Background: an optimization exercise with open tools, aiming at small area, a short achievable clock period and few clock cycles per item. Do not read the settings as production practice. In this exercise RTL edits were held to simulation tests only and were not proved equivalent to the original.

File: design/flow/run.sh
#!/bin/bash
# synth_recipe.tcl (not shown) runs the flow's synth.tcl, then flattens the netlist and writes it again
# the make line also repeats each setting of config.mk as NAME=value (left out here)
make -C /OpenROAD-flow-scripts/flow DESIGN_CONFIG=/design/flow/config.mk WORK_HOME=/design/flow/orfs CLKGATE_MAP_FILE= SYNTH_SCRIPT=/design/flow/synth_recipe.tcl finish
File: design/flow/config.mk
export PLATFORM = sky130hd
export DESIGN_NAME = turbo_dec_top
export DESIGN_NICKNAME = turbo_dec_top
export VERILOG_FILES = /design/flow/design.v
export SDC_FILE = /design/flow/constraint.sdc
export NUM_CORES = 4
export LEC_CHECK = 0
export CAP_MARGIN = 20
export CORE_MARGIN = 2
export CORE_UTILIZATION = 40
export SLEW_MARGIN = 20
File: design/flow/constraint.sdc
create_clock -name core_clock -period 20.0 [get_ports {clk_p_i}]
set_input_delay 4.0000 -clock core_clock [delete_from_list [all_inputs] [get_ports {clk_p_i}]]
set_output_delay 4.0000 -clock core_clock [all_outputs]
set_load 0.01 [all_outputs]
File: design/flow/design.v
`default_nettype none
package turbo_llr_pkg;
    typedef logic signed [13-1:0] llr_t;
    typedef logic signed [4-1:0]  ch_sample_t;
    typedef logic [5-1:0]      info_bits_t;
    localparam llr_t NEG_INF = {1'b1, {(13-1){1'b0}}};
    function automatic llr_t llr_sat_add(input llr_t a, input llr_t b);
        logic signed [13:0] wide;
        wide = a + b;
        if (wide[13] != wide[13-1]) begin
            llr_sat_add = wide[13] ? 13'({1'b1, {(13-1){1'b0}}})
                                   : 13'({1'b0, {(13-1){1'b1}}});
        end else begin
            llr_sat_add = 13'(wide[13-1:0]);
        end
    endfunction
    function automatic llr_t llr_sat_sub(input llr_t a, input llr_t b);
        logic signed [13:0] wide;
        wide = a - b;
        if (wide[13] != wide[13-1]) begin
            llr_sat_sub = wide[13] ? 13'({1'b1, {(13-1){1'b0}}})
                                   : 13'({1'b0, {(13-1){1'b1}}});
        end else begin
            llr_sat_sub = 13'(wide[13-1:0]);
        end
    endfunction
    function automatic llr_t llr_max(input llr_t a, input llr_t b);
        llr_max = (b > a) ? b : a;
    endfunction
    function automatic llr_t ch2(input logic [4-1:0] v);
        ch2 = {{(13-4-1){v[4-1]}}, v, 1'b0};
    endfunction
    function automatic llr_t neg_inf_add(input llr_t x);
        neg_inf_add = x[13-1] ? NEG_INF : {1'b1, x[13-2:0]};
    endfunction
endpackage
`default_nettype wire
`default_nettype none
package turbo_fsm_pkg;
    localparam logic [14:0] PERM = {3'd3, 3'd1, 3'd2, 3'd4, 3'd0};
endpackage
`default_nettype wire
`timescale 1ns/10ps
`default_nettype none
module turbo_input_buffer (
    input  wire logic                     clk_p_i,
    input  wire logic                     reset_n_i,
    input  wire logic                     in_valid_i,
    input  wire logic [4-1:0]   sys_i,
    input  wire logic [4-1:0]   par1_i,
    input  wire logic [4-1:0]   par2_i,
    input  wire logic                     take_i,       
    output logic                          in_ready_o,
    output logic                          stg_full_o,
    output logic [(5 + 2)-1:0][4-1:0] stg_sys_o,
    output logic [(5 + 2)-1:0][4-1:0] stg_par1_o,
    output logic [(5 + 2)-1:0][4-1:0] stg_par2_o,
    output logic [(5 + 2)-1:0][4-1:0] sys_o,
    output logic [(5 + 2)-1:0][4-1:0] par1_o,
    output logic [(5 + 2)-1:0][4-1:0] par2_o
);
    logic [3-1:0] step_q;
    logic                     accept;
    assign accept = in_valid_i && in_ready_o;
    always_ff @(posedge clk_p_i or negedge reset_n_i) begin
        if (!reset_n_i) begin
            step_q     <= '0;
            in_ready_o <= 1'b1;
            stg_full_o <= 1'b0;
        end else begin
            if (accept) begin
                if (step_q == 3'((5 + 2) - 1)) begin
                    step_q     <= '0;
                    stg_full_o <= 1'b1;
                    in_ready_o <= 1'b0;
                end else begin
                    step_q <= step_q + 1'b1;
                end
            end else if (take_i) begin
                stg_full_o <= 1'b0;
                in_ready_o <= 1'b1;
            end
        end
    end
    always_ff @(posedge clk_p_i) begin
        if (accept) begin
            stg_sys_o[step_q]  <= sys_i;
            stg_par1_o[step_q] <= par1_i;
            stg_par2_o[step_q] <= par2_i;
        end
        if (take_i) begin
            sys_o  <= stg_sys_o;
            par1_o <= stg_par1_o;
            par2_o <= stg_par2_o;
        end
    end
endmodule
`default_nettype wire
`timescale 1ns/10ps
`default_nettype none
module acs_fwd (
    input  wire turbo_llr_pkg::llr_t a1_i, a2_i, a3_i,
    input  wire turbo_llr_pkg::llr_t s_i, p_i, sp_i,
    output turbo_llr_pkg::llr_t      a1_o, a2_o, a3_o
);
    turbo_llr_pkg::llr_t d0, d1, d2, d3;
    always_comb begin
        d0 = turbo_llr_pkg::llr_max('0, turbo_llr_pkg::llr_sat_add(a1_i, sp_i));
        d2 = turbo_llr_pkg::llr_max(sp_i, a1_i);
        d3 = turbo_llr_pkg::llr_max(turbo_llr_pkg::llr_sat_add(a2_i, p_i), turbo_llr_pkg::llr_sat_add(a3_i, s_i));
        d1 = turbo_llr_pkg::llr_max(turbo_llr_pkg::llr_sat_add(a2_i, s_i), turbo_llr_pkg::llr_sat_add(a3_i, p_i));
        a1_o = turbo_llr_pkg::llr_sat_sub(d1, d0);
        a2_o = turbo_llr_pkg::llr_sat_sub(d2, d0);
        a3_o = turbo_llr_pkg::llr_sat_sub(d3, d0);
    end
endmodule
module acs_bwd (
    input  wire turbo_llr_pkg::llr_t b1_i, b2_i, b3_i,
    input  wire turbo_llr_pkg::llr_t s_i, p_i, sp_i,
    output turbo_llr_pkg::llr_t      b1_o, b2_o, b3_o,
    output turbo_llr_pkg::llr_t      y01_o, y20_o, y21_o, y30_o, y31_o
);
    turbo_llr_pkg::llr_t d0, d1, d2, d3;
    always_comb begin
        y01_o = turbo_llr_pkg::llr_sat_add(sp_i, b2_i);
        y20_o = turbo_llr_pkg::llr_sat_add(p_i, b3_i);
        y21_o = turbo_llr_pkg::llr_sat_add(s_i, b1_i);
        y30_o = turbo_llr_pkg::llr_sat_add(p_i, b1_i);
        y31_o = turbo_llr_pkg::llr_sat_add(s_i, b3_i);
        d0 = turbo_llr_pkg::llr_max('0, y01_o);
        d1 = turbo_llr_pkg::llr_max(b2_i, sp_i);
        d2 = turbo_llr_pkg::llr_max(y20_o, y21_o);
        d3 = turbo_llr_pkg::llr_max(y30_o, y31_o);
        b1_o = turbo_llr_pkg::llr_sat_sub(d1, d0);
        b2_o = turbo_llr_pkg::llr_sat_sub(d2, d0);
        b3_o = turbo_llr_pkg::llr_sat_sub(d3, d0);
    end
endmodule
module llr_stage1 (
    input  wire turbo_llr_pkg::llr_t a1_i, a2_i, a3_i,
    input  wire turbo_llr_pkg::llr_t sp_i, b2_i,
    input  wire turbo_llr_pkg::llr_t y01_i, y20_i, y21_i, y30_i, y31_i,
    output turbo_llr_pkg::llr_t      m0a_o, m0b_o, m1a_o, m1b_o
);
    always_comb begin
        m0a_o = turbo_llr_pkg::llr_max('0, turbo_llr_pkg::llr_sat_add(a1_i, b2_i));
        m0b_o = turbo_llr_pkg::llr_max(turbo_llr_pkg::llr_sat_add(a2_i, y20_i), turbo_llr_pkg::llr_sat_add(a3_i, y30_i));
        m1a_o = turbo_llr_pkg::llr_max(y01_i, turbo_llr_pkg::llr_sat_add(a1_i, sp_i));
        m1b_o = turbo_llr_pkg::llr_max(turbo_llr_pkg::llr_sat_add(a2_i, y21_i), turbo_llr_pkg::llr_sat_add(a3_i, y31_i));
    end
endmodule
module siso_maxlog (
    input  wire logic                      clk_p_i,
    input  wire logic                      s0_i,       
    input  wire logic [6:1]                cyc_i,      
    input  wire logic                      dec_i,      
    input  wire logic                      first_i,    
    input  wire logic [(5 + 2)-1:0][4-1:0] stg_sys_i,
    input  wire logic [(5 + 2)-1:0][4-1:0] stg_par1_i,
    input  wire logic [(5 + 2)-1:0][4-1:0] sys_i,
    input  wire logic [(5 + 2)-1:0][4-1:0] par1_i,
    input  wire logic [(5 + 2)-1:0][4-1:0] par2_i,
    output logic                           hard_b_o,   
    output logic                           hard_f_o    
);
    localparam logic [14:0] PERM = turbo_fsm_pkg::PERM;
    turbo_llr_pkg::llr_t ext_q [5];
    turbo_llr_pkg::llr_t bg_s_q, bg_sp_q, fg_s_q, fg_sp_q;
    logic [4-1:0] bg_p_q, fg_p_q;
    turbo_llr_pkg::llr_t bg_p, fg_p;
    turbo_llr_pkg::llr_t a1_q, a2_q, a3_q;           
    turbo_llr_pkg::llr_t a1s1_q, a1s2_q, a1s3_q;     
    turbo_llr_pkg::llr_t b1_q, b2_q, b3_q;           
    turbo_llr_pkg::llr_t b4s1_q, b4s2_q, b4s3_q;     
    turbo_llr_pkg::llr_t mb0a_q, mb0b_q, mb1a_q, mb1b_q;
    turbo_llr_pkg::llr_t mf0a_q, mf0b_q, mf1a_q, mf1b_q;
    function automatic turbo_llr_pkg::llr_t apr_of(input int k, input logic d, input logic f);
        apr_of = f ? '0 : (d ? ext_q[PERM[3*k +: 3]] : ext_q[k]);
    endfunction
    function automatic logic [3:0] sys_of(input int k, input logic d);
        sys_of = d ? sys_i[PERM[3*k +: 3]] : sys_i[k];
    endfunction
    function automatic logic [3:0] par_of(input int k, input logic d);
        par_of = d ? par2_i[k] : par1_i[k];
    endfunction
    turbo_llr_pkg::llr_t bg_apr, fg_apr, g0_apr;
    logic [3:0] bg_sys, bg_par, fg_sys, fg_par;
    turbo_llr_pkg::llr_t bg_s, bg_sp, fg_s, fg_sp;
    always_comb begin
        bg_apr = '0; bg_sys = '0; bg_par = '0;
        if (s0_i) begin
            bg_apr = '0; bg_sys = stg_sys_i[4]; bg_par = stg_par1_i[4];
        end else if (cyc_i[6]) begin
            bg_apr = apr_of(4, ~dec_i, 1'b0); bg_sys = sys_of(4, ~dec_i); bg_par = par_of(4, ~dec_i);
        end else if (cyc_i[1]) begin
            bg_apr = apr_of(3, dec_i, first_i); bg_sys = sys_of(3, dec_i); bg_par = par_of(3, dec_i);
        end else if (cyc_i[2]) begin
            bg_apr = apr_of(2, dec_i, first_i); bg_sys = sys_of(2, dec_i); bg_par = par_of(2, dec_i);
        end else if (cyc_i[3]) begin
            bg_apr = apr_of(1, dec_i, first_i); bg_sys = sys_of(1, dec_i); bg_par = par_of(1, dec_i);
        end else begin
            bg_apr = apr_of(0, dec_i, first_i); bg_sys = sys_of(0, dec_i); bg_par = par_of(0, dec_i);
        end
        if (cyc_i[1]) begin
            fg_apr = apr_of(1, dec_i, first_i); fg_sys = sys_of(1, dec_i); fg_par = par_of(1, dec_i);
        end else if (cyc_i[2]) begin
            fg_apr = apr_of(2, dec_i, first_i); fg_sys = sys_of(2, dec_i); fg_par = par_of(2, dec_i);
        end else if (cyc_i[3]) begin
            fg_apr = apr_of(3, dec_i, first_i); fg_sys = sys_of(3, dec_i); fg_par = par_of(3, dec_i);
        end else begin
            fg_apr = apr_of(4, dec_i, first_i); fg_sys = sys_of(4, dec_i); fg_par = par_of(4, dec_i);
        end
        g0_apr = apr_of(0, dec_i, first_i);
        bg_s  = turbo_llr_pkg::llr_sat_add(bg_apr, turbo_llr_pkg::ch2(bg_sys));
        bg_sp = turbo_llr_pkg::llr_sat_add(bg_s, turbo_llr_pkg::ch2(bg_par));
        fg_s  = turbo_llr_pkg::llr_sat_add(fg_apr, turbo_llr_pkg::ch2(fg_sys));
        fg_sp = turbo_llr_pkg::llr_sat_add(fg_s, turbo_llr_pkg::ch2(fg_par));
    end
    assign bg_p = turbo_llr_pkg::ch2(bg_p_q);
    assign fg_p = turbo_llr_pkg::ch2(fg_p_q);
    turbo_llr_pkg::llr_t g0_s, g0_p, g0_sp, g0_a13;
    always_comb begin
        g0_s   = turbo_llr_pkg::llr_sat_add(g0_apr, turbo_llr_pkg::ch2(sys_of(0, dec_i)));
        g0_p   = turbo_llr_pkg::ch2(par_of(0, dec_i));
        g0_sp  = turbo_llr_pkg::llr_sat_add(g0_s, g0_p);
        g0_a13 = turbo_llr_pkg::neg_inf_add(turbo_llr_pkg::llr_max(g0_s, g0_p));
    end
    turbo_llr_pkg::llr_t b5_1, b5_2, b5_3;
    always_comb begin
        if (dec_i) begin
            b5_1 = turbo_llr_pkg::ch2(par2_i[5]);
            b5_2 = turbo_llr_pkg::ch2(par2_i[6]);
            b5_3 = turbo_llr_pkg::ch2(par2_i[5]) + turbo_llr_pkg::ch2(par2_i[6]);
        end else begin
            b5_1 = turbo_llr_pkg::ch2(sys_i[5]) + turbo_llr_pkg::ch2(par1_i[5]);
            b5_2 = turbo_llr_pkg::ch2(sys_i[5]) + turbo_llr_pkg::ch2(sys_i[6]) + turbo_llr_pkg::ch2(par1_i[6]);
            b5_3 = turbo_llr_pkg::ch2(par1_i[5]) + turbo_llr_pkg::ch2(sys_i[6]) + turbo_llr_pkg::ch2(par1_i[6]);
        end
    end
    turbo_llr_pkg::llr_t bb1, bb2, bb3, bn1, bn2, bn3, by01, by20, by21, by30, by31;
    assign bb1 = cyc_i[1] ? b5_1 : b1_q;
    assign bb2 = cyc_i[1] ? b5_2 : b2_q;
    assign bb3 = cyc_i[1] ? b5_3 : b3_q;
    acs_bwd bwd_i (
        .b1_i(bb1), .b2_i(bb2), .b3_i(bb3), .s_i(bg_s_q), .p_i(bg_p), .sp_i(bg_sp_q),
        .b1_o(bn1), .b2_o(bn2), .b3_o(bn3),
        .y01_o(by01), .y20_o(by20), .y21_o(by21), .y30_o(by30), .y31_o(by31)
    );
    turbo_llr_pkg::llr_t la1, la2, la3, mb0a, mb0b, mb1a, mb1b;
    always_comb begin
        if (cyc_i[3]) begin
            la1 = a1_q; la2 = a2_q; la3 = a3_q;
        end else if (cyc_i[4]) begin
            la1 = a1s1_q; la2 = a1s2_q; la3 = a1s3_q;
        end else begin
            la1 = turbo_llr_pkg::NEG_INF; la2 = turbo_llr_pkg::NEG_INF; la3 = turbo_llr_pkg::NEG_INF;
        end
    end
    llr_stage1 llrb_i (
        .a1_i(la1), .a2_i(la2), .a3_i(la3), .sp_i(bg_sp_q), .b2_i(bb2),
        .y01_i(by01), .y20_i(by20), .y21_i(by21), .y30_i(by30), .y31_i(by31),
        .m0a_o(mb0a), .m0b_o(mb0b), .m1a_o(mb1a), .m1b_o(mb1b)
    );
    turbo_llr_pkg::llr_t fn1, fn2, fn3;
    acs_fwd fwd_i (
        .a1_i(a1_q), .a2_i(a2_q), .a3_i(a3_q), .s_i(fg_s_q), .p_i(fg_p), .sp_i(fg_sp_q),
        .a1_o(fn1), .a2_o(fn2), .a3_o(fn3)
    );
    turbo_llr_pkg::llr_t fb1, fb2, fb3, fy01, fy20, fy21, fy30, fy31, mf0a, mf0b, mf1a, mf1b;
    turbo_llr_pkg::llr_t unused1, unused2, unused3;
    assign fb1 = cyc_i[4] ? b4s1_q : b5_1;
    assign fb2 = cyc_i[4] ? b4s2_q : b5_2;
    assign fb3 = cyc_i[4] ? b4s3_q : b5_3;
    acs_bwd fsum_i (
        .b1_i(fb1), .b2_i(fb2), .b3_i(fb3), .s_i(fg_s_q), .p_i(fg_p), .sp_i(fg_sp_q),
        .b1_o(unused1), .b2_o(unused2), .b3_o(unused3),
        .y01_o(fy01), .y20_o(fy20), .y21_o(fy21), .y30_o(fy30), .y31_o(fy31)
    );
    llr_stage1 llrf_i (
        .a1_i(a1_q), .a2_i(a2_q), .a3_i(a3_q), .sp_i(fg_sp_q), .b2_i(fb2),
        .y01_i(fy01), .y20_i(fy20), .y21_i(fy21), .y30_i(fy30), .y31_i(fy31),
        .m0a_o(mf0a), .m0b_o(mf0b), .m1a_o(mf1a), .m1b_o(mf1b)
    );
    int kb, kf;
    turbo_llr_pkg::llr_t apr_b, apr_f, ext_b, ext_f;
    logic [3:0] sys_b, sys_f;
    always_comb begin
        kb = cyc_i[4] ? 2 : (cyc_i[5] ? 1 : 0);
        kf = cyc_i[5] ? 3 : 4;
        apr_b = apr_of(kb, dec_i, first_i);
        sys_b = sys_of(kb, dec_i);
        apr_f = apr_of(kf, dec_i, first_i);
        sys_f = sys_of(kf, dec_i);
    end
    extrinsic_unit extb_i (
        .m0a_i(mb0a_q), .m0b_i(mb0b_q), .m1a_i(mb1a_q), .m1b_i(mb1b_q),
        .apriori_i(apr_b), .sys_i(sys_b), .ext_o(ext_b), .hard_o(hard_b_o)
    );
    extrinsic_unit extf_i (
        .m0a_i(mf0a_q), .m0b_i(mf0b_q), .m1a_i(mf1a_q), .m1b_i(mf1b_q),
        .apriori_i(apr_f), .sys_i(sys_f), .ext_o(ext_f), .hard_o(hard_f_o)
    );
    always_ff @(posedge clk_p_i) begin
        if (s0_i || cyc_i[6] || cyc_i[1] || cyc_i[2] || cyc_i[3] || cyc_i[4]) begin
            bg_s_q  <= bg_s;
            bg_sp_q <= bg_sp;
            bg_p_q  <= bg_par;
        end
        if (cyc_i[1] || cyc_i[2] || cyc_i[3] || cyc_i[4]) begin
            fg_s_q  <= fg_s;
            fg_sp_q <= fg_sp;
            fg_p_q  <= fg_par;
        end
        if (cyc_i[1]) begin
            a1_q <= g0_a13; a2_q <= g0_sp; a3_q <= g0_a13;
        end else if (cyc_i[2] || cyc_i[3] || cyc_i[4]) begin
            a1_q <= fn1; a2_q <= fn2; a3_q <= fn3;
        end
        if (cyc_i[2]) begin
            a1s1_q <= a1_q; a1s2_q <= a2_q; a1s3_q <= a3_q;
        end
        if (cyc_i[1] || cyc_i[2] || cyc_i[3] || cyc_i[4]) begin
            b1_q <= bn1; b2_q <= bn2; b3_q <= bn3;
        end
        if (cyc_i[1]) begin
            b4s1_q <= bn1; b4s2_q <= bn2; b4s3_q <= bn3;
        end
        if (cyc_i[3] || cyc_i[4] || cyc_i[5]) begin
            mb0a_q <= mb0a; mb0b_q <= mb0b; mb1a_q <= mb1a; mb1b_q <= mb1b;
        end
        if (cyc_i[4] || cyc_i[5]) begin
            mf0a_q <= mf0a; mf0b_q <= mf0b; mf1a_q <= mf1a; mf1b_q <= mf1b;
        end
        if (cyc_i[4]) ext_q[dec_i ? PERM[3*2 +: 3] : 3'd2] <= ext_b;
        if (cyc_i[5]) begin
            ext_q[dec_i ? PERM[3*1 +: 3] : 3'd1] <= ext_b;
            ext_q[dec_i ? PERM[3*3 +: 3] : 3'd3] <= ext_f;
        end
        if (cyc_i[6]) begin
            ext_q[dec_i ? PERM[3*0 +: 3] : 3'd0] <= ext_b;
            ext_q[dec_i ? PERM[3*4 +: 3] : 3'd4] <= ext_f;
        end
    end
endmodule
`default_nettype wire
`timescale 1ns/10ps
`default_nettype none
module extrinsic_unit (
    input  wire turbo_llr_pkg::llr_t m0a_i,    
    input  wire turbo_llr_pkg::llr_t m0b_i,
    input  wire turbo_llr_pkg::llr_t m1a_i,    
    input  wire turbo_llr_pkg::llr_t m1b_i,
    input  wire turbo_llr_pkg::llr_t apriori_i,
    input  wire logic [4-1:0] sys_i,
    output turbo_llr_pkg::llr_t      ext_o,
    output logic                     hard_o
);
    turbo_llr_pkg::llr_t best0, best1, app, diff;
    always_comb begin
        best0 = turbo_llr_pkg::llr_max(m0a_i, m0b_i);
        best1 = turbo_llr_pkg::llr_max(m1a_i, m1b_i);
        app   = turbo_llr_pkg::llr_sat_sub(best1, best0);
        diff  = turbo_llr_pkg::llr_sat_sub(app, apriori_i);
        ext_o = turbo_llr_pkg::llr_sat_sub(diff, turbo_llr_pkg::ch2(sys_i));
        hard_o = ~app[13-1];
    end
endmodule
`default_nettype wire
`timescale 1ns/10ps
`default_nettype none
module turbo_ctrl (
    input  wire logic                      clk_p_i,
    input  wire logic                      reset_n_i,
    input  wire logic                      stg_full_i,
    input  wire logic                      hard_b_i,
    input  wire logic                      hard_f_i,
    output logic                           take_o,     
    output logic [6:1]                     cyc_o,
    output logic                           dec_o,
    output logic                           first_o,
    output turbo_llr_pkg::info_bits_t      dec_bits_o,
    output logic                           done_o
);
    localparam logic [14:0] PERM = turbo_fsm_pkg::PERM;
    logic                       run_q;
    logic [4-1:0]   iter_q;
    turbo_llr_pkg::info_bits_t  hard1_q;
    turbo_llr_pkg::info_bits_t  hard2_q;
    turbo_llr_pkg::info_bits_t  hard2_nat;
    logic                       stop;
    assign take_o = !run_q && stg_full_i;
    always_comb begin
        hard2_nat = hard2_q;
        hard2_nat[PERM[3*0 +: 3]] = hard_b_i;
        hard2_nat[PERM[3*4 +: 3]] = hard_f_i;
        stop = (hard2_nat == hard1_q) || (iter_q == 4'(10 - 1));
    end
    always_ff @(posedge clk_p_i or negedge reset_n_i) begin
        if (!reset_n_i) begin
            run_q      <= 1'b0;
            cyc_o      <= '0;
            dec_o      <= 1'b0;
            first_o    <= 1'b0;
            iter_q     <= '0;
            done_o     <= 1'b0;
            dec_bits_o <= '0;
        end else begin
            done_o <= 1'b0;
            if (take_o) begin
                run_q   <= 1'b1;
                cyc_o   <= 6'b000001;
                dec_o   <= 1'b0;
                first_o <= 1'b1;
                iter_q  <= '0;
            end else if (run_q) begin
                if (!cyc_o[6]) begin
                    cyc_o <= {cyc_o[5:1], 1'b0};
                end else if (!dec_o) begin
                    cyc_o   <= 6'b000001;
                    dec_o   <= 1'b1;
                    first_o <= 1'b0;
                end else if (stop) begin
                    run_q      <= 1'b0;
                    cyc_o      <= '0;
                    done_o     <= 1'b1;
                    dec_bits_o <= hard2_nat;
                end else begin
                    cyc_o  <= 6'b000001;
                    dec_o  <= 1'b0;
                    iter_q <= iter_q + 1'b1;
                end
            end
        end
    end
    always_ff @(posedge clk_p_i) begin
        if (!dec_o) begin
            if (cyc_o[4]) hard1_q[2] <= hard_b_i;
            if (cyc_o[5]) begin hard1_q[1] <= hard_b_i; hard1_q[3] <= hard_f_i; end
            if (cyc_o[6]) begin hard1_q[0] <= hard_b_i; hard1_q[4] <= hard_f_i; end
        end else begin
            if (cyc_o[4]) hard2_q[PERM[3*2 +: 3]] <= hard_b_i;
            if (cyc_o[5]) begin
                hard2_q[PERM[3*1 +: 3]] <= hard_b_i;
                hard2_q[PERM[3*3 +: 3]] <= hard_f_i;
            end
        end
    end
endmodule
`default_nettype wire
`timescale 1ns/10ps
`default_nettype none
module turbo_dec_top (
    input  wire logic                      clk_p_i,
    input  wire logic                      reset_n_i,
    input  wire logic                      in_valid_i,
    input  wire turbo_llr_pkg::ch_sample_t sys_i,
    input  wire turbo_llr_pkg::ch_sample_t par1_i,
    input  wire turbo_llr_pkg::ch_sample_t par2_i,
    output logic                           in_ready_o,
    output turbo_llr_pkg::info_bits_t      dec_bits_o,
    output logic                           done_o
);
    logic                      take;
    logic                      stg_full;
    logic [6:1]                cyc;
    logic                      dec;
    logic                      first;
    logic                      hard_b, hard_f;
    logic [(5 + 2)-1:0][4-1:0]  stg_sys, stg_par1, stg_par2;
    logic [(5 + 2)-1:0][4-1:0]  sys_blk, par1_blk, par2_blk;
    turbo_input_buffer buffer_i (
        .clk_p_i(clk_p_i), .reset_n_i(reset_n_i), .in_valid_i(in_valid_i),
        .sys_i(sys_i), .par1_i(par1_i), .par2_i(par2_i), .take_i(take),
        .in_ready_o(in_ready_o), .stg_full_o(stg_full),
        .stg_sys_o(stg_sys), .stg_par1_o(stg_par1), .stg_par2_o(stg_par2),
        .sys_o(sys_blk), .par1_o(par1_blk), .par2_o(par2_blk)
    );
    turbo_ctrl ctrl_i (
        .clk_p_i(clk_p_i), .reset_n_i(reset_n_i), .stg_full_i(stg_full),
        .hard_b_i(hard_b), .hard_f_i(hard_f),
        .take_o(take), .cyc_o(cyc), .dec_o(dec), .first_o(first),
        .dec_bits_o(dec_bits_o), .done_o(done_o)
    );
    siso_maxlog siso_i (
        .clk_p_i(clk_p_i), .s0_i(take), .cyc_i(cyc), .dec_i(dec), .first_i(first),
        .stg_sys_i(stg_sys), .stg_par1_i(stg_par1),
        .sys_i(sys_blk), .par1_i(par1_blk), .par2_i(par2_blk),
        .hard_b_o(hard_b), .hard_f_o(hard_f)
    );
endmodule
`default_nettype wire
==> flow_metrics.tcl, run 1 <==
set metrics [dict create \
    status "timing/DRC/antenna clean" \
    hold_viol_final 0 \
    rsz0062_at_grt "false" \
    start_kind "flip-flop" \
    whs_ns 0.445 \
    finalSetupViolCount 0 \
    grt_usage 0.258 \
    fin_util 0.435 \
    post_cts_buffers 0 \
    cts_made_buffers 70 \
    relSlewSlack 0.236 \
    drive_above_1_share 0.0580 \
    die-height_um 395 \
    drtPass1Iterations 6 \
    gp_congestion 0.975 \
    synth-adder-area-share 0.192 \
    clock_sinks 585 \
    reg2reg_slack_ns 7.80 \
    coreArea_sq_um 152000 \
    synthTopCellsByCount "838 x ha_1, 597 x a21oi_1, 567 x o21ai_0, 561 x edfxtp_1, 480 x nand2_1" \
    synthXorXnorAreaFrac 0.0610 \
    post-synth-top-area-fraction 0.275 \
    r2r_end "siso_i.mb0b_q[10]" \
    multiInputGateArea_sq_um 41300 \
    synth_area_leader_cell "edfxtp_1" \
    cts_hold_buf 0 \
    path_class "reg2reg" \
    drv_cap 0 \
    drc 0 \
    yosysUniqueCellTypes 103 \
    worstPathRequired_ns 20.41 \
    seqCellArea_sq_um 17500 \
    syn_area_per_cell_sq_um 8.91 \
    wl_per_cell_um 23.2 \
    rows 143 \
    critPathLaunch "buffer_i.par1_o[21]" \
    crit_slowest_cell "a21boi_0" \
    die_x_um 395 \
    final_cell_area_sq_um 66200 \
    hold_path.class "reg2reg" \
    fp.dieArea_sq_um 156000 \
    grt_overflow 0 \
    cp_common_cell "ha_1" \
    setup_tns_ns 0 \
    cts_tree "yes" \
    synth_edf_count 561 \
    reg2reg_from "buffer_i.par1_o[21]" \
    hold_depth 0 \
    ys.flop_type "edfxtp_1" \
    grt_pass1_vias 49580 \
    drv_slew 0 \
    fillers 14962 \
    drtIter0Drc 4773 \
    synth-compound-area-share 0.238 \
    clk_pin_slew_worst_paths_ns 0.06 \
    syn2layout_area_growth_pct 8.07 \
    clock.fmax_ghz 0.0820 \
    synthMuxAreaShare 0.0445 \
    synth-seq-cells 585 \
    crit_arrival_ns 12.61 \
    clk_latency_ns 0.72 \
    synth_cells 6872 \
    synth_top_family_by_area "compound AO/OA/AOI/OAI gates" \
    cts_resized 0 \
    cts-root-buf "clkbuf_16" \
    layout.nets 7738 \
    crit_path_end_kind "flip-flop" \
    async_reset_ff_frac 0.0410 \
    grt_pass1_wl_um 309000 \
    grt_max_degree 76 \
    dp_hpwl_um 167000 \
    placed_cell_area_sq_um 63800 \
    worst-path-stages 48 \
    worstMarginPinSlew_ns 1.14 \
    drt_wl_total_um 207000 \
    start_util 0.403 \
    min_period_ns 12.20 \
    ant_nets 0 \
    fin_crit_sh 0.610 \
    synth_area_leaders "edfxtp_1 28%, ha_1 17%, a21oi_1 4.9%, o21ai_0 4.6%, xnor2_1 3.6%" \
    synth_most_common_cell "ha_1" \
    ctsHtreeMaxLevel 3 \
    vias_per_cell 5.91 \
    crit_buf_inv 4 \
    synth_area_sq_um 61300 \
    endpoint "siso_i.mb0b_q[10]" \
    finClkSkew_ns 0.0648 \
    crit_family "compound AO/OA/AOI/OAI gates" \
    portBuffers 21 \
    ios 22 \
    grt_antenna_before_repair 4 \
    reg2regPathDepth 48 \
    crit_fanout 11 \
    clk_path_buf_depth 3 \
    slowest_delay_ns 0.90 \
    synth_simple_gate_area_share 0.138 \
    routed-via-count 52648 \
    ys_seq_area_frac 0.285 \
    ys_warn_count 7 \
]
-- how the worst min path moves through the flow --
stage                             from                   to  slack [ns]
2_1_floorplan   buffer_i.stg_par1_o[0]   buffer_i.par1_o[0]        0.43
3_3_place_gp   buffer_i.stg_par1_o[11]  buffer_i.par1_o[11]        0.43
3_5_place_dp    buffer_i.stg_par1_o[7]   buffer_i.par1_o[7]        0.43
4_1_cts         buffer_i.stg_par1_o[7]   buffer_i.par1_o[7]        0.45
5_1_grt         buffer_i.stg_sys_o[10]   buffer_i.sys_o[10]        0.45
6_report        buffer_i.stg_par1_o[1]   buffer_i.par1_o[1]        0.45
-- cell families after synthesis --
logic type                 after synthesis
AOI/OAI and AO/OA                     2268
xor gates and xnor gates               426
adders and majority gates              908
buffers and inverters                  675
DFF                                    585
muxes                                  250
other                                    2
and+or+nand+nor                       1758
-- stage by stage --
| stage | worst slack [ns] | std cells |
|---|---|---|
| after floorplan | 9.51 | 6878 |
| after global placement | 8.20 | 8786 |
| after detailed placement | 8.16 | 8787 |
| after CTS | 8.06 | 8911 |
| after global routing | 6.89 | 8911 |
| final | 7.80 | 8914 |
-- routing by layer --
metal	GRT usage	up-vias	routed length [um]
met2	0.412	1702	92500
met3	0.0327	345	12500
li1	-	25311	-
met1	0.354	25288	93200
met4	0.101	2	8980
met5	0	-	13
-- state kept, by name, summed over array words and instances (netlist names), 28 cells and up --
name / count
buffer_i.stg_par1_o: 28
buffer_i.stg_par2_o: 28
buffer_i.stg_sys_o: 28
buffer_i.sys_o: 28
siso_i.ext_q: 65
buffer_i.par1_o: 28
buffer_i.par2_o: 28
-- cells in the final DEF (no fill, tap or decap), types with 59 or more instances in the layout --
cell	instances
xor2_1	171
xnor2_1	253
clkbuf_16	70
buf_4	82
mux2_2	100
ha_1	838
nor2b_1	200
a21oi_1	597
o21a_1	143
nand2b_1	121
edfxtp_1	561
a22o_1	79
a21o_1	192
nand3_1	108
a211oi_1	136
nor3_1	108
o21ai_0	561
o21bai_1	59
inv_1	441
mux2i_1	142
nor2_1	475
nand2_1	480
-- area by class of cell --
type                       instances  share of cell area
sequential                       585               0.264
clock inverter                    41             0.00843
multi-input combinational       5618               0.624
antenna                            3            0.000113
inverter                         450              0.0256
timing repair buffer             104              0.0126
tap                             2030              0.0384
clock buffer                      83              0.0272
-- worst reg2reg max path, delay by kind of cell (launching register included) --
| family | cells | cell delay [ns] |
|---|---|---|
| and+or+nand+nor | 12 | 1.72 |
| buffers and inverters | 4 | 0.48 |
| DFF | 1 | 0.35 |
| xor gates and xnor gates | 1 | 0.11 |
| AOI/OAI and AO/OA | 21 | 5.83 |
| muxes | 1 | 0.35 |
| adders and majority gates | 9 | 3.07 |
Testbench counts, summed over its fixed seeds: cycles 49,948, items 1,920.
==> run 2, diff against run 1 <==
--- a/design/flow/design.v
+++ b/design/flow/design.v
@@ -153,4 +153,5 @@
     input  wire logic                      clk_p_i,
     input  wire logic                      s0_i,       
+    input  wire logic                      newblk_i,   
     input  wire logic [6:1]                cyc_i,      
     input  wire logic                      dec_i,      
@@ -186,10 +187,10 @@
     turbo_llr_pkg::llr_t bg_apr, fg_apr, g0_apr;
     logic [3:0] bg_sys, bg_par, fg_sys, fg_par;
-    turbo_llr_pkg::llr_t bg_s, bg_sp, fg_s, fg_sp;
+    turbo_llr_pkg::llr_t bg_s, bg_sp, fg_s, fg_sp, stg_s, stg_sp;
+    logic newb;
+    assign newb = s0_i || newblk_i;
     always_comb begin
         bg_apr = '0; bg_sys = '0; bg_par = '0;
-        if (s0_i) begin
-            bg_apr = '0; bg_sys = stg_sys_i[4]; bg_par = stg_par1_i[4];
-        end else if (cyc_i[6]) begin
+        if (cyc_i[6]) begin
             bg_apr = apr_of(4, ~dec_i, 1'b0); bg_sys = sys_of(4, ~dec_i); bg_par = par_of(4, ~dec_i);
         end else if (cyc_i[1]) begin
@@ -214,4 +215,6 @@
         bg_s  = turbo_llr_pkg::llr_sat_add(bg_apr, turbo_llr_pkg::ch2(bg_sys));
         bg_sp = turbo_llr_pkg::llr_sat_add(bg_s, turbo_llr_pkg::ch2(bg_par));
+        stg_s  = turbo_llr_pkg::ch2(stg_sys_i[4]);
+        stg_sp = stg_s + turbo_llr_pkg::ch2(stg_par1_i[4]);
         fg_s  = turbo_llr_pkg::llr_sat_add(fg_apr, turbo_llr_pkg::ch2(fg_sys));
         fg_sp = turbo_llr_pkg::llr_sat_add(fg_s, turbo_llr_pkg::ch2(fg_par));
@@ -226,20 +229,25 @@
         g0_a13 = turbo_llr_pkg::neg_inf_add(turbo_llr_pkg::llr_max(g0_s, g0_p));
     end
-    turbo_llr_pkg::llr_t b5_1, b5_2, b5_3;
-    always_comb begin
-        if (dec_i) begin
-            b5_1 = turbo_llr_pkg::ch2(par2_i[5]);
-            b5_2 = turbo_llr_pkg::ch2(par2_i[6]);
-            b5_3 = turbo_llr_pkg::ch2(par2_i[5]) + turbo_llr_pkg::ch2(par2_i[6]);
+    function automatic logic [38:0] beta5(input logic [3:0] s5, s6, p5, p6, q5, q6, input logic d);
+        turbo_llr_pkg::llr_t x1, x2, x3;
+        if (d) begin
+            x1 = turbo_llr_pkg::ch2(q5);
+            x2 = turbo_llr_pkg::ch2(q6);
+            x3 = turbo_llr_pkg::ch2(q5) + turbo_llr_pkg::ch2(q6);
         end else begin
-            b5_1 = turbo_llr_pkg::ch2(sys_i[5]) + turbo_llr_pkg::ch2(par1_i[5]);
-            b5_2 = turbo_llr_pkg::ch2(sys_i[5]) + turbo_llr_pkg::ch2(sys_i[6]) + turbo_llr_pkg::ch2(par1_i[6]);
-            b5_3 = turbo_llr_pkg::ch2(par1_i[5]) + turbo_llr_pkg::ch2(sys_i[6]) + turbo_llr_pkg::ch2(par1_i[6]);
+            x1 = turbo_llr_pkg::ch2(s5) + turbo_llr_pkg::ch2(p5);
+            x2 = turbo_llr_pkg::ch2(s5) + turbo_llr_pkg::ch2(s6) + turbo_llr_pkg::ch2(p6);
+            x3 = turbo_llr_pkg::ch2(p5) + turbo_llr_pkg::ch2(s6) + turbo_llr_pkg::ch2(p6);
         end
-    end
+        beta5 = {x3, x2, x1};
+    endfunction
+    logic [38:0] b5_cur, b5_nxt, b5_stg;
+    assign b5_cur = beta5(sys_i[5], sys_i[6], par1_i[5], par1_i[6], par2_i[5], par2_i[6], dec_i);
+    assign b5_nxt = beta5(sys_i[5], sys_i[6], par1_i[5], par1_i[6], par2_i[5], par2_i[6], ~dec_i);
+    assign b5_stg = beta5(stg_sys_i[5], stg_sys_i[6], stg_par1_i[5], stg_par1_i[6], 4'd0, 4'd0, 1'b0);
     turbo_llr_pkg::llr_t bb1, bb2, bb3, bn1, bn2, bn3, by01, by20, by21, by30, by31;
-    assign bb1 = cyc_i[1] ? b5_1 : b1_q;
-    assign bb2 = cyc_i[1] ? b5_2 : b2_q;
-    assign bb3 = cyc_i[1] ? b5_3 : b3_q;
+    assign bb1 = b1_q;
+    assign bb2 = b2_q;
+    assign bb3 = b3_q;
     acs_bwd bwd_i (
         .b1_i(bb1), .b2_i(bb2), .b3_i(bb3), .s_i(bg_s_q), .p_i(bg_p), .sp_i(bg_sp_q),
@@ -269,7 +277,7 @@
     turbo_llr_pkg::llr_t fb1, fb2, fb3, fy01, fy20, fy21, fy30, fy31, mf0a, mf0b, mf1a, mf1b;
     turbo_llr_pkg::llr_t unused1, unused2, unused3;
-    assign fb1 = cyc_i[4] ? b4s1_q : b5_1;
-    assign fb2 = cyc_i[4] ? b4s2_q : b5_2;
-    assign fb3 = cyc_i[4] ? b4s3_q : b5_3;
+    assign fb1 = b4s1_q;
+    assign fb2 = b4s2_q;
+    assign fb3 = b4s3_q;
     acs_bwd fsum_i (
         .b1_i(fb1), .b2_i(fb2), .b3_i(fb3), .s_i(fg_s_q), .p_i(fg_p), .sp_i(fg_sp_q),
@@ -302,17 +310,19 @@
     );
     always_ff @(posedge clk_p_i) begin
-        if (s0_i || cyc_i[6] || cyc_i[1] || cyc_i[2] || cyc_i[3] || cyc_i[4]) begin
+        if (newb) begin
+            bg_s_q  <= stg_s;
+            bg_sp_q <= stg_sp;
+            bg_p_q  <= stg_par1_i[4];
+        end else begin
             bg_s_q  <= bg_s;
             bg_sp_q <= bg_sp;
             bg_p_q  <= bg_par;
         end
-        if (cyc_i[1] || cyc_i[2] || cyc_i[3] || cyc_i[4]) begin
-            fg_s_q  <= fg_s;
-            fg_sp_q <= fg_sp;
-            fg_p_q  <= fg_par;
-        end
+        fg_s_q  <= fg_s;
+        fg_sp_q <= fg_sp;
+        fg_p_q  <= fg_par;
         if (cyc_i[1]) begin
             a1_q <= g0_a13; a2_q <= g0_sp; a3_q <= g0_a13;
-        end else if (cyc_i[2] || cyc_i[3] || cyc_i[4]) begin
+        end else begin
             a1_q <= fn1; a2_q <= fn2; a3_q <= fn3;
         end
@@ -320,16 +330,18 @@
             a1s1_q <= a1_q; a1s2_q <= a2_q; a1s3_q <= a3_q;
         end
-        if (cyc_i[1] || cyc_i[2] || cyc_i[3] || cyc_i[4]) begin
+        if (newb) begin
+            {b3_q, b2_q, b1_q} <= b5_stg;
+        end else if (cyc_i[6]) begin
+            {b3_q, b2_q, b1_q} <= b5_nxt;
+        end else begin
             b1_q <= bn1; b2_q <= bn2; b3_q <= bn3;
         end
         if (cyc_i[1]) begin
             b4s1_q <= bn1; b4s2_q <= bn2; b4s3_q <= bn3;
+        end else if (cyc_i[4]) begin
+            {b4s3_q, b4s2_q, b4s1_q} <= b5_cur;
         end
-        if (cyc_i[3] || cyc_i[4] || cyc_i[5]) begin
-            mb0a_q <= mb0a; mb0b_q <= mb0b; mb1a_q <= mb1a; mb1b_q <= mb1b;
-        end
-        if (cyc_i[4] || cyc_i[5]) begin
-            mf0a_q <= mf0a; mf0b_q <= mf0b; mf1a_q <= mf1a; mf1b_q <= mf1b;
-        end
+        mb0a_q <= mb0a; mb0b_q <= mb0b; mb1a_q <= mb1a; mb1b_q <= mb1b;
+        mf0a_q <= mf0a; mf0b_q <= mf0b; mf1a_q <= mf1a; mf1b_q <= mf1b;
         if (cyc_i[4]) ext_q[dec_i ? PERM[3*2 +: 3] : 3'd2] <= ext_b;
         if (cyc_i[5]) begin
@@ -363,5 +375,5 @@
         diff  = turbo_llr_pkg::llr_sat_sub(app, apriori_i);
         ext_o = turbo_llr_pkg::llr_sat_sub(diff, turbo_llr_pkg::ch2(sys_i));
-        hard_o = ~app[13-1];
+        hard_o = (best1 >= best0);
     end
 endmodule
@@ -376,4 +388,6 @@
     input  wire logic                      hard_f_i,
     output logic                           take_o,     
+    output logic                           s0_o,       
+    output logic                           newblk_o,   
     output logic [6:1]                     cyc_o,
     output logic                           dec_o,
@@ -389,5 +403,7 @@
     turbo_llr_pkg::info_bits_t  hard2_nat;
     logic                       stop;
-    assign take_o = !run_q && stg_full_i;
+    assign s0_o     = !run_q && stg_full_i;
+    assign newblk_o = run_q && cyc_o[6] && dec_o && stop && stg_full_i;
+    assign take_o   = s0_o || newblk_o;
     always_comb begin
         hard2_nat = hard2_q;
@@ -407,4 +423,8 @@
         end else begin
             done_o <= 1'b0;
+            if (run_q && cyc_o[6] && dec_o && stop) begin
+                done_o     <= 1'b1;
+                dec_bits_o <= hard2_nat;
+            end
             if (take_o) begin
                 run_q   <= 1'b1;
@@ -423,6 +443,4 @@
                     run_q      <= 1'b0;
                     cyc_o      <= '0;
-                    done_o     <= 1'b1;
-                    dec_bits_o <= hard2_nat;
                 end else begin
                     cyc_o  <= 6'b000001;
@@ -461,5 +479,5 @@
     output logic                           done_o
 );
-    logic                      take;
+    logic                      take, s0, newblk;
     logic                      stg_full;
     logic [6:1]                cyc;
@@ -479,9 +497,9 @@
         .clk_p_i(clk_p_i), .reset_n_i(reset_n_i), .stg_full_i(stg_full),
         .hard_b_i(hard_b), .hard_f_i(hard_f),
-        .take_o(take), .cyc_o(cyc), .dec_o(dec), .first_o(first),
+        .take_o(take), .s0_o(s0), .newblk_o(newblk), .cyc_o(cyc), .dec_o(dec), .first_o(first),
         .dec_bits_o(dec_bits_o), .done_o(done_o)
     );
     siso_maxlog siso_i (
-        .clk_p_i(clk_p_i), .s0_i(take), .cyc_i(cyc), .dec_i(dec), .first_i(first),
+        .clk_p_i(clk_p_i), .s0_i(s0), .newblk_i(newblk), .cyc_i(cyc), .dec_i(dec), .first_i(first),
         .stg_sys_i(stg_sys), .stg_par1_i(stg_par1),
         .sys_i(sys_blk), .par1_i(par1_blk), .par2_i(par2_blk),
==> run 2 against run 1 <==
Net effect: fmax increased by 17%; die area shrank 0.31%; utilization barely moved; count of clock-buffer cells in the layout rose by 7; worst setup slack better by 1.8 ns; register-to-register slack improved by 1.8 ns; critical path depth down 10; sequential share of layout area fell by 3.6 points; critical path type unchanged.
==> flow_metrics.tcl, run 2 <==
set metrics [dict create \
    ys_seq_area_frac 0.246 \
    relSlewSlack 0.132 \
    grt_pass1_wl_um 320000 \
    placed_cell_area_sq_um 63600 \
    largest_reg_flops 65 \
    ios 22 \
    worstMarginPinSlew_ns 1.29 \
    grt_overflow 0 \
    rsz0062_at_grt "false" \
    ys.flop_type "edfxtp_1" \
    synth_area_leader_cell "ha_1" \
    hold_path.class "reg2reg" \
    rows 143 \
    final_cell_mix "854 x ha_1, 580 x a21oi_1, 470 x nor2_1" \
    die-height_um 395 \
    fp.dieArea_sq_um 156000 \
    grt_pass1_vias 50428 \
    synth-seq-cells 585 \
    cts_tree "yes" \
    synth_cells 7020 \
    ant_nets 0 \
    synth_area_leaders "ha_1 17%, edfxtp_1 16%, dfxtp_1 7.9%, a21oi_1 4.8%, mux2i_1 3.8%" \
    syn_area_per_cell_sq_um 8.70 \
    die_x_um 395 \
    wl_per_cell_um 23.9 \
    start_kind "flip-flop" \
    gp_congestion 0.981 \
    post_cts_buffers 0 \
    crit_fanout 14 \
    slowest_delay_ns 0.89 \
    whs_ns 0.443 \
    coreArea_sq_um 152000 \
    drt_wl_total_um 217000 \
    clk_latency_ns 0.70 \
    drtIter0Drc 5056 \
    cts_made_buffers 71 \
    cts_resized 0 \
    grt_usage 0.269 \
    start_util 0.402 \
    worstPathRequired_ns 20.39 \
    use_met2 0.420 \
    routed-via-count 54068 \
    ctsHtreeMaxLevel 3 \
    dp_hpwl_um 175000 \
    drv_cap 0 \
    final_common_cell "ha_1" \
    drc 0 \
    synth_edf_count 319 \
    yosysUniqueCellTypes 102 \
    grt.busiest_layer "met2" \
    final_cell_area_sq_um 66100 \
    setup_tns_ns 0 \
    min_period_ns 10.40 \
    drv_slew 0 \
    path_class "reg2reg" \
    crit_arrival_ns 10.79 \
    clock_sinks 585 \
    grt_use_met1 0.372 \
    grt_antenna_before_repair 15 \
    synthTopCellsByCount "854 x ha_1, 580 x a21oi_1, 471 x nor2_1, 462 x inv_1, 460 x o21ai_0" \
    status "timing/DRC/antenna clean" \
    finalSetupViolCount 0 \
    synth_most_common_cell "ha_1" \
    hold_viol_final 0 \
    post-synth-top-area-fraction 0.175 \
    synth_area_sq_um 61100 \
    finClkSkew_ns 0.0480 \
    vias_per_cell 5.97 \
    ys_warn_count 7 \
    async_reset_ff_frac 0.0410 \
    crit_path_end_kind "flip-flop" \
    layout.nets 7906 \
    cts-root-buf "clkbuf_16" \
    syn2layout_area_growth_pct 8.20 \
    crit_slowest_cell "o31ai_1" \
    clk_path_buf_depth 3 \
    portBuffers 21 \
    drtPass1Iterations 6 \
    cts_hold_buf 0 \
    grt_max_degree 84 \
    drive_above_1_share 0.0629 \
    clk_pin_slew_worst_paths_ns 0.06 \
    fin_crit_sh 0.520 \
    clock.fmax_ghz 0.0962 \
    met3_usage 0.0296 \
]
[run 2: changes by cell type in the layout (fill, tap and decap cells not counted), moves of 33 or more]
| cell | change |
|---|---|
| dfxtp_1 | +242 |
| o21ai_0 | -109 |
| nand2_1 | -85 |
| mux2i_1 | +89 |
| nor3_1 | +33 |
| a21o_1 | +40 |
| edfxtp_1 | -242 |
| o21a_1 | +47 |
| nor2b_1 | -36 |
[run 2: stage by stage]
stage	cells	util	setup slack (ns)
floorplan	7026	-	10.99
global placement	8922	0.419	9.86
detailed placement	8924	0.419	9.68
CTS	9055	0.435	9.64
global route	9057	0.435	8.75
finish	9064	0.435	9.60
[run 2: routing by layer]
metal  share of wire  up-vias
met4           0.049        0
met3           0.064      391
met5               0        -
met2            0.44     1885
met1            0.45    25851
li1                -    25941
[run 2: kinds of logic after synthesis]
kind of cell               share of synthesized area
xor gates and xnor gates                      0.0612
and+or+nand+nor                                0.132
DFF                                            0.246
buffers and inverters                         0.0431
AOI/OAI and AO/OA                              0.252
adders and majority gates                      0.201
muxes                                         0.0644
other                                       0.000123
[run 2: layout make-up]
class | count | area [sq um]
fill | 15033 | 85700
sequential | 585 | 15000
multi-input combinational | 5745 | 43500
antenna | 7 | 17.5
clock inverter | 41 | 510
clock buffer | 90 | 1950
inverter | 469 | 1760
tap | 2030 | 2540
timing repair buffer | 97 | 779
[run 2: final timing paths]
kind	start	cells after the start	slack [ns]	to
max	siso_i.mf1a_q[1]	38	9.60	siso_i.ext_q[1][8]
min	buffer_i.stg_par2_o[1]	0	0.44	buffer_i.par2_o[1]
max reg2reg	siso_i.mf1a_q[1]	38	9.60	siso_i.ext_q[1][8]
min reg2reg	buffer_i.stg_par2_o[1]	0	0.44	buffer_i.par2_o[1]
max in group asynchronous	reset_n_i	2	16.00	ctrl_i.dec_o
min in group asynchronous	reset_n_i	2	3.69	buffer_i.step_q[1]
[run 2: worst max-delay path, delay by kind of cell, from the launching register on]
kind	cells	cell delay [ns]
adders and majority gates	5	1.74
muxes	2	0.30
AOI/OAI and AO/OA	21	5.72
and+or+nand+nor	8	1.69
DFF	1	0.35
buffers and inverters	2	0.25
Testbench counts of run 2, summed over its fixed seeds: cycles 48,036, items 1,920.
==> run 3, diff against run 2 <==
==> design/flow/flow/run.sh (new file) <==
#!/bin/bash
# The standard layout, with the timing repair asked to leave a setup
# margin so that it also works on paths that already meet the clock
set -euo pipefail
export SETUP_SLACK_MARGIN=13
export SKIP_GATE_CLONING=1
bash standard.sh > standard.log 2>&1
==> design/flow/standard.sh (new file) <==
#!/bin/bash
# synth_recipe.tcl (not shown) runs the flow's synth.tcl, then flattens the netlist and writes it again
# the make line also repeats each setting of config.mk as NAME=value (left out here)
make -C /OpenROAD-flow-scripts/flow DESIGN_CONFIG=/design/flow/config.mk WORK_HOME=/design/flow/orfs CLKGATE_MAP_FILE= SYNTH_SCRIPT=/design/flow/synth_recipe.tcl "${@:-finish}"
--- a/design/flow/config.mk
+++ b/design/flow/config.mk
@@ -8,4 +8,4 @@
 export CAP_MARGIN = 20
 export CORE_MARGIN = 2
-export CORE_UTILIZATION = 40
+export CORE_UTILIZATION = 60
 export SLEW_MARGIN = 20
removed: design/flow/run.sh
==> run 3 against run 2 <==
Net effect: critical path depth grew 6; worst setup slack improved by 2.0 ns; first-iteration DRC count up 35%; sequential share of layout area shrank 3.1 points; design area is 16% higher; sequential cell count is the same; die area shrank 33%; still clean.
==> flow_metrics.tcl, run 3 <==
set metrics [dict create \
    start_util 0.603 \
    drive_above_1_share 0.248 \
    final_common_cell "ha_1" \
    syn_area_per_cell_sq_um 8.70 \
    synth_most_common_cell "ha_1" \
    drt_wl_total_um 237000 \
    whs_endpoint "buffer_i.sys_o[3]" \
    status "timing/DRC/antenna clean" \
    hold_depth 0 \
    synth-seq-cells 585 \
    die-height_um 323 \
    worstPathRequired_ns 20.38 \
    synth_area_leaders "ha_1 17%, edfxtp_1 16%, dfxtp_1 7.9%, a21oi_1 4.8%, mux2i_1 3.8%" \
    reg2reg_slack_ns 11.59 \
    dp_hpwl_um 168000 \
    yosysUniqueCellTypes 102 \
    synthTopCellsByCount "854 x ha_1, 580 x a21oi_1, 471 x nor2_1, 462 x inv_1, 460 x o21ai_0" \
    slowest_delay_ns 0.43 \
    grt_antenna_before_repair 23 \
    routed-via-count 60064 \
    async_reset_ff_frac 0.0410 \
    fin_crit_sh 0.421 \
    relSlewSlack 0.162 \
    reg2regPathDepth 44 \
    dp_slack_ns 10.0 \
    crit_path_end_kind "flip-flop" \
    clock_sinks 585 \
    wl_per_cell_um 26.3 \
    drv_slew 0 \
    gp_congestion 1.05 \
    clk_path_buf_depth 3 \
    fillers 7113 \
    crit_arrival_ns 8.80 \
    finClkSkew_ns 0.0473 \
    drtIter0Drc 6826 \
    vias_per_cell 6.67 \
    coreArea_sq_um 101000 \
    cts_tree "yes" \
    final_cell_mix "731 x ha_1, 524 x buf_4, 469 x a21oi_1" \
    clock.fmax_ghz 0.119 \
    drtPass1Iterations 8 \
    clk_pin_slew_worst_paths_ns 0.07 \
    synth_edf_count 319 \
    synth_area_sq_um 61100 \
    reg2reg_from "siso_i.mf0b_q[8]" \
    worstMarginPinSlew_ns 1.26 \
    layout.nets 8515 \
    grt_overflow 0 \
    drc 0 \
    fp.dieArea_sq_um 104000 \
    rows 117 \
    finalSetupViolCount 0 \
    start_kind "flip-flop" \
    clk_latency_ns 0.69 \
    portBuffers 21 \
    ys_seq_area_frac 0.246 \
    grt_max_degree 74 \
    crit_family "compound AO/OA/AOI/OAI gates" \
    path_class "reg2reg" \
    hold_path.class "reg2reg" \
    syn2layout_area_growth_pct 25.9 \
    ios 22 \
    min_period_ns 8.41 \
    cts_made_buffers 69 \
    cts-root-buf "clkbuf_16" \
    largest_reg_flops 65 \
    post-synth-top-area-fraction 0.175 \
    hold_start "buffer_i.stg_sys_o[3]" \
    ys.flop_type "edfxtp_1" \
    die_x_um 323 \
    worst_slack_ns 11.59 \
    ys_warn_count 7 \
    cp_common_cell "a21oi_2" \
    setup_tns_ns 0 \
    rsz0062_at_grt "true" \
    r2r_end "siso_i.ext_q[1][7]" \
    synth_cells 7020 \
    crit_fanout 6 \
    crit_buf_inv 8 \
    synth_area_leader_cell "ha_1" \
    grt_usage 0.416 \
    drv_cap 0 \
    whs_ns 0.450 \
    hold_viol_final 0 \
    ctsHtreeMaxLevel 3 \
    crit_slowest_cell "or3_4" \
    grt_pass1_wl_um 329000 \
    grt_pass1_vias 54042 \
    ant_nets 0 \
]
-- run 3: cell count changes in the layout (fill, tap and decap cells not counted), moves of 36 or more --
cell | before | now
buf_4 | 73 | 524
ha_1 | 854 | 731
o21ai_0 | 452 | 336
a21oi_1 | 580 | 469
buf_6 | 1 | 110
ha_4 | 0 | 96
a21oi_2 | 1 | 71
inv_1 | 461 | 410
o21ai_2 | 4 | 52
inv_2 | 1 | 48
dfxtp_1 | 242 | 197
mux2i_1 | 231 | 186
a21oi_4 | 0 | 41
nor2_1 | 470 | 434
-- run 3: layer usage --
layer / part of all wire / GRT usage
met4: 0.073 / 0.234
met2: 0.43 / 0.637
met5: 0.00037 / 0
met1: 0.39 / 0.553
met3: 0.10 / 0.0764
-- run 3: worst max-delay path by stage --
stage / start / to / slack [ns] / depth (start not counted)
2_1_floorplan: siso_i.mb1a_q[1] / siso_i.ext_q[1][11] / 11.79 / 45
3_3_place_gp: siso_i.mb0a_q[1] / siso_i.ext_q[1][11] / 10.16 / 37
3_5_place_dp: siso_i.mb0a_q[1] / siso_i.ext_q[1][11] / 10.0 / 37
4_1_cts: siso_i.mf0a_q[1] / siso_i.ext_q[1][11] / 11.89 / 43
5_1_grt: siso_i.mf0a_q[5] / siso_i.ext_q[1][8] / 11.30 / 45
6_report: siso_i.mf0b_q[8] / siso_i.ext_q[1][7] / 11.59 / 44
-- run 3: cell families (layout without fill, tap and decap cells) --
| logic type | Yosys count | after routing | share of synthesized area |
|---|---|---|---|
| AO/OA/AOI/OAI | 2333 | 2333 | 0.252 |
| AND/OR/NAND/NOR | 1663 | 1663 | 0.132 |
| adder cells (fa/ha/maj) | 947 | 947 | 0.201 |
| buffers and inverters | 696 | 1301 | 0.0431 |
| flip-flops | 585 | 585 | 0.246 |
| XOR/XNOR | 427 | 427 | 0.0612 |
| multiplexers | 367 | 367 | 0.0644 |
| other | 2 | 12 | 0.000123 |
-- run 3: layout make-up --
type                    count  area, sq um  area share
clock buffers              86         1900      0.0247
clock inverters            38          494     0.00643
well taps                1368         1710      0.0223
diodes                      4         10.0    0.000130
flip-flops and latches    585        15100       0.197
multi-input cells        5745        49600       0.644
inverters                 469         1790      0.0233
repair buffers            708         6290      0.0819
-- run 3: what timing repair did --
item                       4_1_cts  5_1_grt
buffers inserted               416      205
gates resized for setup        718      562
pin swaps                      289      300
hold buffers                     0        0
setup endpoints to repair      302      302
-- run 3: per-stage QoR --
stage / util / area (sq um) / instances
floorplan: - / 62100 / 7026
global placement: 0.627 / 63500 / 8253
detailed placement: 0.627 / 63500 / 8253
CTS: 0.717 / 72600 / 8793
global route: 0.759 / 76900 / 8999
finish: 0.759 / 76900 / 9003
==> run 4, diff against run 3 <==
--- a/design/flow/config.mk
+++ b/design/flow/config.mk
@@ -8,4 +8,4 @@
 export CAP_MARGIN = 20
 export CORE_MARGIN = 2
-export CORE_UTILIZATION = 60
+export CORE_UTILIZATION = 40
 export SLEW_MARGIN = 20
==> run 4 against run 3 <==
Net effect: non-clock buffer count is 45 lower; still clean; utilization is 25 points lower; register-to-register slack hardly changed; critical path depth is 5 lower.
==> flow_metrics.tcl, run 4 <==
set metrics [dict create \
    vias_per_cell 5.98 \
    drtIter0Drc 4968 \
    crit_slowest_cell "or3_4" \
    coreArea_sq_um 152000 \
    rsz0062_at_grt "true" \
    largest_reg_flops 65 \
    setup_tns_ns 0 \
    reg2regPathDepth 39 \
    cts_made_buffers 70 \
    start_util 0.402 \
    synth_area_leader_cell "ha_1" \
    drv_slew 0 \
    cts-root-buf "clkbuf_16" \
    cts_hold_buf 0 \
    reg2reg_from "siso_i.mf0b_q[0]" \
    worstMarginPinSlew_ns 1.37 \
    die-height_um 395 \
    fin_crit_sh 0.421 \
    drt_wl_total_um 235000 \
    placed_cell_area_sq_um 64400 \
    wl_per_cell_um 24.4 \
    r2r_end "siso_i.ext_q[4][11]" \
    multiInputGateArea_sq_um 49300 \
    clock.fmax_ghz 0.119 \
    drv_cap 0 \
    crit_path_end_kind "flip-flop" \
    die_x_um 395 \
    cp_common_cell "o211ai_1" \
    synth_cells 7020 \
    hold_path.class "reg2reg" \
    synth_area_sq_um 61100 \
    ys.flop_type "edfxtp_1" \
    crit_fanout 7 \
    ctsHtreeMaxLevel 3 \
    worstPathRequired_ns 20.42 \
    crit_family "compound AO/OA/AOI/OAI gates" \
    seqCellArea_sq_um 15100 \
    synthTopCellsByCount "854 x ha_1, 580 x a21oi_1, 471 x nor2_1, 462 x inv_1, 460 x o21ai_0" \
    hold_depth 0 \
    syn2layout_area_growth_pct 26.4 \
    final_common_cell "ha_1" \
    grt_overflow 0 \
    grt_max_degree 86 \
    synth_area_leaders "ha_1 17%, edfxtp_1 16%, dfxtp_1 7.9%, a21oi_1 4.8%, mux2i_1 3.8%" \
    ys_seq_area_frac 0.246 \
    grt_antenna_before_repair 17 \
    dp_hpwl_um 176000 \
    drtPass1Iterations 6 \
    syn_area_per_cell_sq_um 8.70 \
    start_kind "flip-flop" \
    ys_warn_count 7 \
    grt_usage 0.283 \
    ios 22 \
    crit_arrival_ns 8.84 \
    yosysUniqueCellTypes 102 \
    portBuffers 21 \
    fp.dieArea_sq_um 156000 \
    gp_congestion 0.977 \
    final_cell_mix "752 x ha_1, 489 x buf_4, 468 x a21oi_1" \
    fillers 14007 \
    hold_start "buffer_i.stg_par2_o[19]" \
    reg2reg_slack_ns 11.57 \
    relSlewSlack 0.0818 \
    layout.nets 8471 \
    crit_buf_inv 5 \
    grt_pass1_wl_um 338000 \
    synth_edf_count 319 \
    clk_latency_ns 0.68 \
    ant_nets 0 \
    slowest_delay_ns 0.41 \
    async_reset_ff_frac 0.0410 \
    min_period_ns 8.43 \
    clk_pin_slew_worst_paths_ns 0.06 \
    clk_path_buf_depth 3 \
    hold_viol_final 0 \
    final_cell_area_sq_um 77200 \
    rows 143 \
    drc 0 \
    cts_tree "yes" \
    finClkSkew_ns 0.0236 \
    whs_endpoint "buffer_i.par2_o[19]" \
    routed-via-count 57533 \
    synth-seq-cells 585 \
    finalSetupViolCount 0 \
    status "timing/DRC/antenna clean" \
    post-synth-top-area-fraction 0.175 \
    clock_sinks 585 \
    drive_above_1_share 0.239 \
    synth_most_common_cell "ha_1" \
    grt_pass1_vias 53786 \
    path_class "reg2reg" \
]
## run 4: cell type report
type / instances / share of cell area
antenna: 4 / 0.000130
clock buffer: 89 / 0.0251
clock inverter: 39 / 0.00700
inverter: 469 / 0.0232
multi-input combinational: 5745 / 0.639
sequential: 585 / 0.196
tap: 2030 / 0.0329
timing repair buffer: 663 / 0.0769
## run 4: how the worst max path moves through the flow
stage                     slack (ns)              start  cells after the start                  end
after global placement         10.05   siso_i.mb0a_q[1]                     37  siso_i.ext_q[4][11]
final                          11.57   siso_i.mf0b_q[0]                     39  siso_i.ext_q[4][11]
after CTS                      11.66   siso_i.mf0a_q[1]                     42  siso_i.ext_q[4][11]
after detailed placement        9.93   siso_i.mb0a_q[1]                     37  siso_i.ext_q[4][11]
after floorplan                11.79   siso_i.mb1a_q[1]                     45  siso_i.ext_q[1][11]
after global routing           11.24  siso_i.mf0a_q[10]                     40  siso_i.ext_q[4][11]
## run 4: routing by layer
metal,part of all wire,global-route usage,vias up,wire length (um)
met4,0.056,0.138,12,13200
met2,0.44,0.447,2102,104000
met1,0.44,0.385,27886,102000
met5,0.00028,0,-,66
met3,0.063,0.0323,475,14800
li1,-,-,27058,-
## run 4: what timing repair did
action                                  in CTS  in global routing
pin swaps                                  277                339
buffers inserted                           368                198
endpoints found under the setup margin     312                310
resized for setup                          755                483
## run 4: per-stage QoR
step / worst slack (ns) / std cells / util / hold WS, ns
6_report: 11.57 / 9624 / 0.509 / 0.447
5_1_grt: 11.24 / 9620 / 0.509 / 0.452
4_1_cts: 11.66 / 9421 / 0.482 / 0.446
3_5_place_dp: 9.93 / 8925 / 0.424 / 0.436
3_3_place_gp: 10.05 / 8923 / 0.424 / 0.432
2_1_floorplan: 11.79 / 7026 / - / 0.426
## run 4: logic make-up (layout without fill, tap and decap cells)
kind of cell,count (synthesis),in the layout,share of synthesized area
compound gates,2333,2333,0.252
xor+xnor,427,427,0.0612
fa+ha+maj,947,947,0.201
buf+inv,696,1260,0.0431
flops,585,585,0.246
mux,367,367,0.0644
other cells,2,12,0.000123
simple gates,1663,1663,0.132

[what the ideal ports hide]
In the flow no input, the clock included, has a driving cell. The finished layouts below were timed again as built, in two steps.
Step 1: set_driving_cell puts a clkbuf_16 on clk_p_i and a buf_2 on each other input, an assumption about the parent block.
Step 2 times the ports against the registers' clock, not the clock port: input delays grow and output delays shrink by t, the midpoint of the rising clock arrivals with the driver on.
Three values: ideal ports, drivers, drivers and shift; two values: the first two.
run	shift t [ns]	setup slack, ns	hold WS [ns]	latest minus earliest clock arrival (ns)	worst register clock-pin slew, ns
run 1	0.760	7.802 / 7.802 / 7.802	0.445 / 0.445 / 0.445	0.065 / 0.065	0.07 / 0.07
run 2	0.753	9.600 / 9.600 / 9.600	0.443 / 0.443 / 0.443	0.048 / 0.048	0.07 / 0.07
run 3	0.746	11.587 / 11.587 / 11.587	0.450 / 0.450 / 0.450	0.049 / 0.049	0.09 / 0.09
run 4	0.752	11.574 / 11.574 / 11.574	0.447 / 0.447 / 0.447	0.025 / 0.025	0.07 / 0.07
After both steps setup and hold are still met in every run listed.
